Background: an optimization exercise with open tools, aiming at small area, a short achievable clock period and few clock cycles per item. Do not read the settings as production practice. Power figures rest on the tool's default switching activity, not on a simulated workload.

// dsp_slice_top
module dsp_slice_top (
    input  logic                 w_CLK,
    input  logic                 RSTALLCARRYIN,
    input  logic                 wb_cyc,
    input  logic                 wb_stb,
    input  logic [103:0]         wb_op,
    output logic                 wb_ack,
    output logic                 res_valid,
    output logic [52:0]          res,
    input  logic                 res_ready
);
    logic [29:0] a;
    logic [17:0] b;
    logic [47:0] c;
    logic [1:0]  x_sel, y_sel, z_sel;
    logic        sub, cin;
    assign a     = wb_op[103:74];
    assign b     = wb_op[73:56];
    assign c     = wb_op[55:8];
    assign x_sel = wb_op[7:6];
    assign y_sel = wb_op[5:4];
    assign z_sel = wb_op[3:2];
    assign sub   = wb_op[1];
    assign cin   = wb_op[0];
    logic [26:0] am;
    assign am = a[26:0];
    logic x_mult, x_ab, x_p, y_c, y_ones, z_p, z_c, z_sh;
    assign x_mult = (x_sel == 2'd1);
    assign x_p    = (x_sel == 2'd2);
    assign x_ab   = (x_sel == 2'd3);
  ...
For scale: about 2300 cells after synthesis, ~160 I/O pins, about 25000 sq um of cells after synthesis.
==> flow/config.mk <==
export PLATFORM = sky130hd
export DESIGN_NAME = dsp_slice_top
export DESIGN_NICKNAME = dsp_slice_top
export VERILOG_FILES = /design/flow/design.v
export SDC_FILE = /design/flow/constraint.sdc
export NUM_CORES = 4
export LEC_CHECK = 0
export CAP_MARGIN = 20
export CORE_MARGIN = 2
export CORE_UTILIZATION = 40
export SETUP_SLACK_MARGIN = 2.0
export SLEW_MARGIN = 20
export SYNTH_HIERARCHICAL = 1
export SYNTH_MINIMUM_KEEP_SIZE = 0
==> flow/constraint.sdc <==
create_clock -name core_clock -period 7.5 [get_ports {w_CLK}]
set_input_delay 1.5000 -clock core_clock [delete_from_list [all_inputs] [get_ports {w_CLK}]]
set_output_delay 1.5000 -clock core_clock [all_outputs]
set_load 0.01 [all_outputs]
standard.sh (not shown) runs the stock make flow with config.mk's settings and CLKGATE_MAP_FILE= SYNTH_SCRIPT=/design/flow/synth_recipe.tcl, a recipe that flattens the netlist after the stock synthesis.
==> flow/flow/run.sh <==
#!/bin/bash
# The standard layout (standard.sh: the ORFS flow and synthesis), with
# the port buffers made of plain buffers instead of ORFS's default pick.
set -euo pipefail
export BUFFER_PORTS_ARGS="-buffer_cell sky130_fd_sc_hd__buf_2"
bash standard.sh > standard.log 2>&1
Then changed:
--- a/flow/design.v
+++ b/flow/design.v
@@ -103,35 +103,36 @@
 module dsp_slice_top (
     input  logic                 w_CLK,
     input  logic                 RSTALLCARRYIN,
     input  logic                 wb_cyc,
     input  logic                 wb_stb,
     input  logic [103:0]         wb_op,
     output logic                 wb_ack,
     output logic                 res_valid,
     output logic [52:0]          res,
     input  logic                 res_ready
 );
+    logic [103:0] in_op;
     logic [29:0] a;
     logic [17:0] b;
     logic [47:0] c;
     logic [1:0]  x_sel, y_sel, z_sel;
     logic        sub, cin;
-    assign a     = wb_op[103:74];
-    assign b     = wb_op[73:56];
-    assign c     = wb_op[55:8];
-    assign x_sel = wb_op[7:6];
-    assign y_sel = wb_op[5:4];
-    assign z_sel = wb_op[3:2];
-    assign sub   = wb_op[1];
-    assign cin   = wb_op[0];
+    assign a     = in_op[103:74];
+    assign b     = in_op[73:56];
+    assign c     = in_op[55:8];
+    assign x_sel = in_op[7:6];
+    assign y_sel = in_op[5:4];
+    assign z_sel = in_op[3:2];
+    assign sub   = in_op[1];
+    assign cin   = in_op[0];
     logic [26:0] am;
     assign am = a[26:0];
     logic x_mult, x_ab, x_p, y_c, y_ones, z_p, z_c, z_sh;
     assign x_mult = (x_sel == 2'd1);
     assign x_p    = (x_sel == 2'd2);
     assign x_ab   = (x_sel == 2'd3);
     assign y_c    = (y_sel == 2'd1);
     assign y_ones = (y_sel == 2'd2);
     assign z_p    = (z_sel == 2'd1);
     assign z_c    = (z_sel == 2'd2);
     assign z_sh   = (z_sel == 2'd3);
@@ -139,32 +140,40 @@
     assign neg_m = x_mult & (|am) & (|b) & (am[26] ^ b[17]);
     assign x_neg = sub & (x_ab | x_p);
     assign k0    = cin ^ sub;
     assign k48   = sub ? ~(neg_m | x_neg) : neg_m;
     logic [47:0] ab, xab, yrow, zrow;
     assign ab = {a, b};
     for (genvar g = 0; g < 6; g++) begin : g_x
         dsp_xg u_xg (.x_sel(x_sel), .sub(sub), .ab(ab[8*g +: 8]), .x(xab[8*g +: 8]));
     end
     assign yrow = ({48{y_c}} & c | {48{y_ones}}) ^ {48{sub}};
     assign zrow = {48{z_c}} & c;
-    logic s1_valid, s1_adv, s1_free, accept;
+    logic sa_valid, sa_free, s1_valid, s1_adv, s1_free, accept;
     assign s1_adv  = s1_valid & (~res_valid | res_ready);
     assign s1_free = ~s1_valid | ~res_valid | res_ready;
-    assign accept  = wb_cyc & wb_stb & s1_free;
+    assign sa_free = ~sa_valid | s1_free;
+    assign accept  = wb_cyc & wb_stb & sa_free;
     assign wb_ack  = accept;
     always_ff @(posedge w_CLK) begin
         if (RSTALLCARRYIN) begin
+            sa_valid <= 1'b0;
             s1_valid <= 1'b0;
-        end else if (s1_free) begin
-            s1_valid <= accept;
+        end else begin
+            if (sa_free) sa_valid <= accept;
+            if (s1_free) s1_valid <= sa_valid;
+        end
+    end
+    always_ff @(posedge w_CLK) begin
+        if (sa_free) begin
+            in_op <= wb_op;
         end
     end
     logic bo0;
     logic bt0;
     logic bn0;
     logic pp1;
     logic pm2;
     logic pp3;
     logic pm4;
     logic pp5;
     logic pp6;
Outcome:
- global-route usage stays flat
- worst hold slack degrades by 0.17 ns
- clock power goes up by 65%
- routed wire length goes up by 9.2%
- utilization goes up by 0.11 points
- power goes up by 8.1%
- non-clock buffer count goes down by 11
- maximum frequency goes up by 0.71%
- worst setup slack improves by 0.038 ns
- die area goes up by 13%
- design area goes up by 14%
- via count goes up by 4.8%
No functional check of the RTL was part of any run of this note.

port drivers added, routing unchanged:
In the flow no input, the clock included, has a driving cell. The finished layouts below were timed again as built, in two steps.
Step 1: set_driving_cell puts a clkbuf_16 on w_CLK and a buf_2 on each other input, an assumption about the parent block.
Step 2 also shifts input and output timing later by t, the mid clock arrival at the registers, as if the neighbouring blocks saw the same clock.
Slacks: no drivers / after step 1 / after step 2; pairs: no drivers / after step 1.
| run | t (ns) | setup slack, ns | latest minus earliest clock arrival (ns) |
|---|---|---|---|
| the first run | 0.587 | 2.132 / 2.132 / 1.569 | 0.013 / 0.013 |
| the second run | 0.620 | 2.170 / 2.170 / 2.170 | 0.030 / 0.030 |
After both steps every run listed still meets setup and hold. The setup slack of the first run, which loses most, moves by 0.000 ns with the drivers and by -0.563 ns with both steps.
